From an optimization exercise on the open Yosys and OpenROAD flow, aimed at small area, a short achievable clock period and few clock cycles per item; shortcuts taken in it are not production practice. The RTL was checked by simulation tests, not by an equivalence proof against the original design. No activity file was given, so power comes from the tool's default toggle rates.

// soc_mem_top
module soc_mem_top (
  input  logic            clk_i,
  input  logic            rst_ni,
  input  logic            awvalid_i,
  output logic            awready_o,
  input  axil_pkg::addr_t awaddr_i,
  input  logic            wvalid_i,
  output logic            wready_o,
  input  axil_pkg::data_t wdata_i,
  input  axil_pkg::strb_t wstrb_i,
  output logic            bvalid_o,
  input  logic            bready_i,
  output axil_pkg::resp_e bresp_o,
  input  logic            arvalid_i,
  output logic            arready_o,
  input  axil_pkg::addr_t araddr_i,
  output logic            rvalid_o,
  input  logic            rready_i,
  output axil_pkg::data_t rdata_o,
  output axil_pkg::resp_e rresp_o,
  input  logic            debug_req_i,
  input  logic            debug_en_i,
  output logic            debug_req_o,
  output axil_pkg::data_t exit_o
);
  axil_slave_fsm i_axil_slave_fsm (
    .clk_i     ( clk_i     ),
    .rst_ni    ( rst_ni    ),
    .awvalid_i ( awvalid_i ),
    .awready_o ( awready_o ),
    .awaddr_i  ( awaddr_i  ),
    .wvalid_i  ( wvalid_i  ),
    .wready_o  ( wready_o  ),
    .wdata_i   ( wdata_i   ),
    .wstrb_i   ( wstrb_i   ),
    .bvalid_o  ( bvalid_o  ),
    .bready_i  ( bready_i  ),
    .bresp_o   ( bresp_o   ),
    .arvalid_i ( arvalid_i ),
    .arready_o ( arready_o ),
    .araddr_i  ( araddr_i  ),
    .rvalid_o  ( rvalid_o  ),
    .rready_i  ( rready_i  ),
    .rdata_o   ( rdata_o   ),
    .rresp_o   ( rresp_o   ),
    .exit_o    ( exit_o    )
  );
  debug_holdoff i_debug_holdoff (
    .clk_i       ( clk_i       ),
    .rst_ni      ( rst_ni      ),
    .debug_req_i ( debug_req_i ),
    .debug_en_i  ( debug_en_i  ),
    .debug_req_o ( debug_req_o )
  );
endmodule
For scale: ~14,000 cells after synthesis, roughly 0.30 mm² of cells after synthesis.
Settings: LEC_CHECK=0, CAP_MARGIN=20, CORE_MARGIN=2, CORE_UTILIZATION=45, PLACE_DENSITY=0.6, SETUP_SLACK_MARGIN=3.2, SLEW_MARGIN=20, SYNTH_HIERARCHICAL=1, SYNTH_MEMORY_MAX_BITS=16384, TNS_END_PERCENT=5; clock period 6.0 ns.
standard.sh (not shown) runs the stock make flow with config.mk's settings and CLKGATE_MAP_FILE= SYNTH_SCRIPT=/design/flow/synth_recipe.tcl, a recipe that flattens the netlist after the stock synthesis.
==> flow/flow/run.sh <==
#!/bin/bash
# Layout flow: the standard flow (standard.sh), unchanged synthesis, with
# these changes to the layout steps:
#  - ports are buffered with buf_4 instead of the default delay cell,
#  - after global placement, each output port's buffer and the register (or
#    gate) driving it are moved next to the port (flow/place_ports.tcl);
#    detailed placement then legalizes them,
#  - timing repair may change a cell's footprint (drive strength family),
#  - clock tree sinks are clustered in groups of up to 25 within 60 um, and
#    no dummy loads are added to balance the tree.
# Each step's full output stays in orfs/logs/; make's output is in synth.log
# and layout.log in this folder.
set -euo pipefail
here=$(pwd)
bash standard.sh synth > synth.log 2>&1
bash standard.sh \
  "BUFFER_PORTS_ARGS=-buffer_cell sky130_fd_sc_hd__buf_4" \
  "POST_GLOBAL_PLACE_TCL=$here/flow/place_ports.tcl" \
  "MATCH_CELL_FOOTPRINT=0" \
  "CTS_ARGS=-sink_clustering_enable -repair_clock_nets -sink_clustering_size 25 -sink_clustering_max_diameter 60 -dont_use_dummy_load" \
  finish > layout.log 2>&1
Other scripts of this flow, unchanged in this note and not shown: flow/flow/place_ports.tcl
The baseline produced a clean layout.
Testbench counts at the start, summed over its fixed seeds: cycles 24,012, items 24,000.
==> next run, changes <==
--- a/flow/flow/run.sh
+++ b/flow/flow/run.sh
@@ -6,5 +6,8 @@
 #    gate) driving it are moved next to the port (flow/place_ports.tcl);
 #    detailed placement then legalizes them,
-#  - timing repair may change a cell's footprint (drive strength family),
+#  - before the placement repair, the gates that drive the RAM's write
+#    enables and read selects get drive strength 2 or 4 (flow/presize.tcl),
+#  - timing repair may change a cell's footprint (drive strength family) and
+#    does not clone gates,
 #  - clock tree sinks are clustered in groups of up to 25 within 60 um, and
 #    no dummy loads are added to balance the tree.
@@ -17,5 +20,7 @@
   "BUFFER_PORTS_ARGS=-buffer_cell sky130_fd_sc_hd__buf_4" \
   "POST_GLOBAL_PLACE_TCL=$here/flow/place_ports.tcl" \
+  "PRE_RESIZE_TCL=$here/flow/presize.tcl" \
   "MATCH_CELL_FOOTPRINT=0" \
+  "SKIP_GATE_CLONING=1" \
   "CTS_ARGS=-sink_clustering_enable -repair_clock_nets -sink_clustering_size 25 -sink_clustering_max_diameter 60 -dont_use_dummy_load" \
   finish > layout.log 2>&1
==> flow/flow/presize.tcl (new file) <==
# Size up the gates that drive the RAM's write enables and read selects, which
# fan out over long wires: a gate of the RAM array driving eight or more
# flip-flop enable pins, or read-tree pins, is given drive strength 2 or 4.
set block [ord::get_db_block]
set db [ord::get_db]
proc master_of {name} { return [[ord::get_db] findMaster $name] }
set up 0
foreach inst [$block getInsts] {
  set m [$inst getMaster]
  set mn [$m getName]
  if {![regexp {^sky130_fd_sc_hd__(nor2|nand2|nand4|nor3|nand3|nor2b)_1$} $mn -> fam]} { continue }
  set out ""
  foreach it [$inst getITerms] { if {[$it isOutputSignal]} { set out $it } }
  if {$out eq ""} { continue }
  set net [$out getNet]
  if {$net eq "NULL"} { continue }
  set de 0; set sel 0; set n 0
  foreach it [$net getITerms] {
    if {![$it isInputSignal]} { continue }
    incr n
    set lm [[[$it getInst] getMaster] getName]
    set pn [[$it getMTerm] getName]
    if {$pn eq "DE"} { incr de }
    if {[string match "*a222oi*" $lm]} { incr sel }
  }
  set target ""
  if {$de >= 8} { set target "sky130_fd_sc_hd__${fam}_2" }
  if {$sel >= 8} { set target "sky130_fd_sc_hd__${fam}_4" }
  if {$target ne ""} {
    set nm [master_of $target]
    if {$nm ne "NULL"} { $inst swapMaster $nm; incr up }
  }
}
puts "presize: sized up $up gates"
Outcome: With this change the flow finished but fails on slew limit; combinational power goes down by about 2%; sequential share of layout area grows by 0.31 points; cell area shrinks by about 0.4%; wire length drops by about 1.2%; utilization is lower by 0.22 points; worst setup slack is worse by 0.17 ns; total power barely changes; clock skew grows by 0.038 ns.
==> next run, changes <==
--- a/flow/flow/run.sh
+++ b/flow/flow/run.sh
@@ -6,8 +6,6 @@
 #    gate) driving it are moved next to the port (flow/place_ports.tcl);
 #    detailed placement then legalizes them,
-#  - before the placement repair, the gates that drive the RAM's write
-#    enables and read selects get drive strength 2 or 4 (flow/presize.tcl),
 #  - timing repair may change a cell's footprint (drive strength family) and
-#    does not clone gates,
+#    neither clones gates nor removes buffers,
 #  - clock tree sinks are clustered in groups of up to 25 within 60 um, and
 #    no dummy loads are added to balance the tree.
@@ -20,7 +18,7 @@
   "BUFFER_PORTS_ARGS=-buffer_cell sky130_fd_sc_hd__buf_4" \
   "POST_GLOBAL_PLACE_TCL=$here/flow/place_ports.tcl" \
-  "PRE_RESIZE_TCL=$here/flow/presize.tcl" \
   "MATCH_CELL_FOOTPRINT=0" \
   "SKIP_GATE_CLONING=1" \
+  "SKIP_BUFFER_REMOVAL=1" \
   "CTS_ARGS=-sink_clustering_enable -repair_clock_nets -sink_clustering_size 25 -sink_clustering_max_diameter 60 -dont_use_dummy_load" \
   finish > layout.log 2>&1
Settings changed: CAP_MARGIN 20 to 25, SLEW_MARGIN 20 to 35.
removed: flow/flow/presize.tcl
With this change the flow went through all stages and came out clean.
Area after synthesis stays the same.
Worst hold slack loses 0.0072 ns.
First-iteration DRC count hardly moves.
Clock-buffer cell count came out higher by 4.
Critical path depth went down by 2.
Cell area climbs slightly.
Routed wire length rises slightly.
Register-to-register slack degrades by 0.05 ns.
Combinational power grows slightly.
Setup slack gains 0.14 ns.

---

north:
Another version of the RTL of soc_mem_top (not shown whole).
Size in the first run: ~300000 um^2 of cells after synthesis.
==> flow/config.mk <==
export PLATFORM = sky130hd
export DESIGN_NAME = soc_mem_top
export DESIGN_NICKNAME = soc_mem_top
export VERILOG_FILES = /design/flow/design.v
export SDC_FILE = /design/flow/constraint.sdc
export NUM_CORES = 8
export LEC_CHECK = 0
export CAP_MARGIN = 25
export CORE_MARGIN = 2
export CORE_UTILIZATION = 45
export PLACE_DENSITY = 0.6
export SETUP_SLACK_MARGIN = 3.2
export SLEW_MARGIN = 35
export SYNTH_HIERARCHICAL = 1
export SYNTH_MEMORY_MAX_BITS = 16384
export TNS_END_PERCENT = 5
==> flow/constraint.sdc <==
create_clock -name core_clock -period 6.0 [get_ports {clk_i}]
set_input_delay 1.2000 -clock core_clock [delete_from_list [all_inputs] [get_ports {clk_i}]]
set_output_delay 1.2000 -clock core_clock [all_outputs]
set_load 0.01 [all_outputs]
==> flow/flow/run.sh <==
#!/bin/bash
# Layout flow: the standard flow (standard.sh), unchanged synthesis, with
# these changes to the layout steps:
#  - ports are buffered with buf_4 instead of the default delay cell,
#  - after global placement, each output port's buffer and the register (or
#    gate) driving it are moved next to the port (flow/place_ports.tcl);
#    detailed placement then legalizes them,
#  - the placement repair buffers nets to at most 32 sinks
#    (flow/fanout.tcl),
#  - timing repair may change a cell's footprint (drive strength family) and
#    neither clones gates nor removes buffers,
#  - clock tree sinks are clustered in groups of up to 25 within 60 um, and
#    no dummy loads are added to balance the tree.
# Each step's full output stays in orfs/logs/; make's output is in synth.log
# and layout.log in this folder.
set -euo pipefail
here=$(pwd)
bash standard.sh synth > synth.log 2>&1
bash standard.sh \
  "BUFFER_PORTS_ARGS=-buffer_cell sky130_fd_sc_hd__buf_4" \
  "POST_GLOBAL_PLACE_TCL=$here/flow/place_ports.tcl" \
  "PRE_RESIZE_TCL=$here/flow/fanout.tcl" \
  "MATCH_CELL_FOOTPRINT=0" \
  "SKIP_GATE_CLONING=1" \
  "SKIP_BUFFER_REMOVAL=1" \
  "CTS_ARGS=-sink_clustering_enable -repair_clock_nets -sink_clustering_size 25 -sink_clustering_max_diameter 60 -dont_use_dummy_load" \
  finish > layout.log 2>&1
==> flow/flow/fanout.tcl <==
# Buffer nets to at most 32 sinks, so that no net (the write data's, say)
# spreads a single wire over hundreds of pins
set_max_fanout 32 [current_design]
Other scripts of this flow, unchanged in this note and not shown: flow/flow/place_ports.tcl
Testbench counts of north, summed over its fixed seeds: cycles 24,012, items 24,000.
[inputs] south vs north
Settings: swapping 25 for 20 in CAP_MARGIN; swapping 35 for 20 in SLEW_MARGIN.
--- a/flow/flow/run.sh
+++ b/flow/flow/run.sh
@@ -6,6 +6,4 @@
 #    gate) driving it are moved next to the port (flow/place_ports.tcl);
 #    detailed placement then legalizes them,
-#  - the placement repair buffers nets to at most 32 sinks
-#    (flow/fanout.tcl),
 #  - timing repair may change a cell's footprint (drive strength family) and
 #    neither clones gates nor removes buffers,
@@ -20,5 +18,4 @@
   "BUFFER_PORTS_ARGS=-buffer_cell sky130_fd_sc_hd__buf_4" \
   "POST_GLOBAL_PLACE_TCL=$here/flow/place_ports.tcl" \
-  "PRE_RESIZE_TCL=$here/flow/fanout.tcl" \
   "MATCH_CELL_FOOTPRINT=0" \
   "SKIP_GATE_CLONING=1" \
removed: flow/flow/fanout.tcl
## What came out
- Between north and south, post-route clock period utilization is lower for south, north comes in above that.
- north -> south: number of global-route vias before repair decreased slightly
- Changes observed in south relative to north: I/O pin count about even; total cell area at the placement stage now smaller.
- south finished every stage; the final checks, however, were not passed, the failures being antenna rules.

==> separate check: timing with driven ports <==
Ports are ideal in the flow. The routed layouts listed here were re-timed in OpenROAD.
Step 1 sets driving cells, clkbuf_16 on the clock port and buf_2 on the other inputs (assumed; they add their load-dependent delay and slew).
Step 2 times the ports against the registers' clock, not the clock port: input delays grow and output delays shrink by t, the midpoint of the rising clock arrivals with the driver on.
Three values: ideal, step 1, step 2; two values: the first two.
run | t, ns | setup WS [ns] | worst slew at a driven data input, ns
the first run of note 1 | 1.200 | 2.776 / 2.657 / 1.457 | 0.41
the second run of note 1 | 1.192 | 2.603 / 2.478 / 1.286 | 0.35
the third run of note 1 | 1.204 | 2.748 / 2.623 / 1.418 | 0.38
north | 1.202 | 2.633 / 2.707 / 1.506 | 0.34
south | 1.181 | 2.743 / 2.824 / 1.643 | 0.35
For the third run of note 1, which loses most, drivers alone change the setup slack by -0.125 ns; drivers and shift together by -1.330 ns.
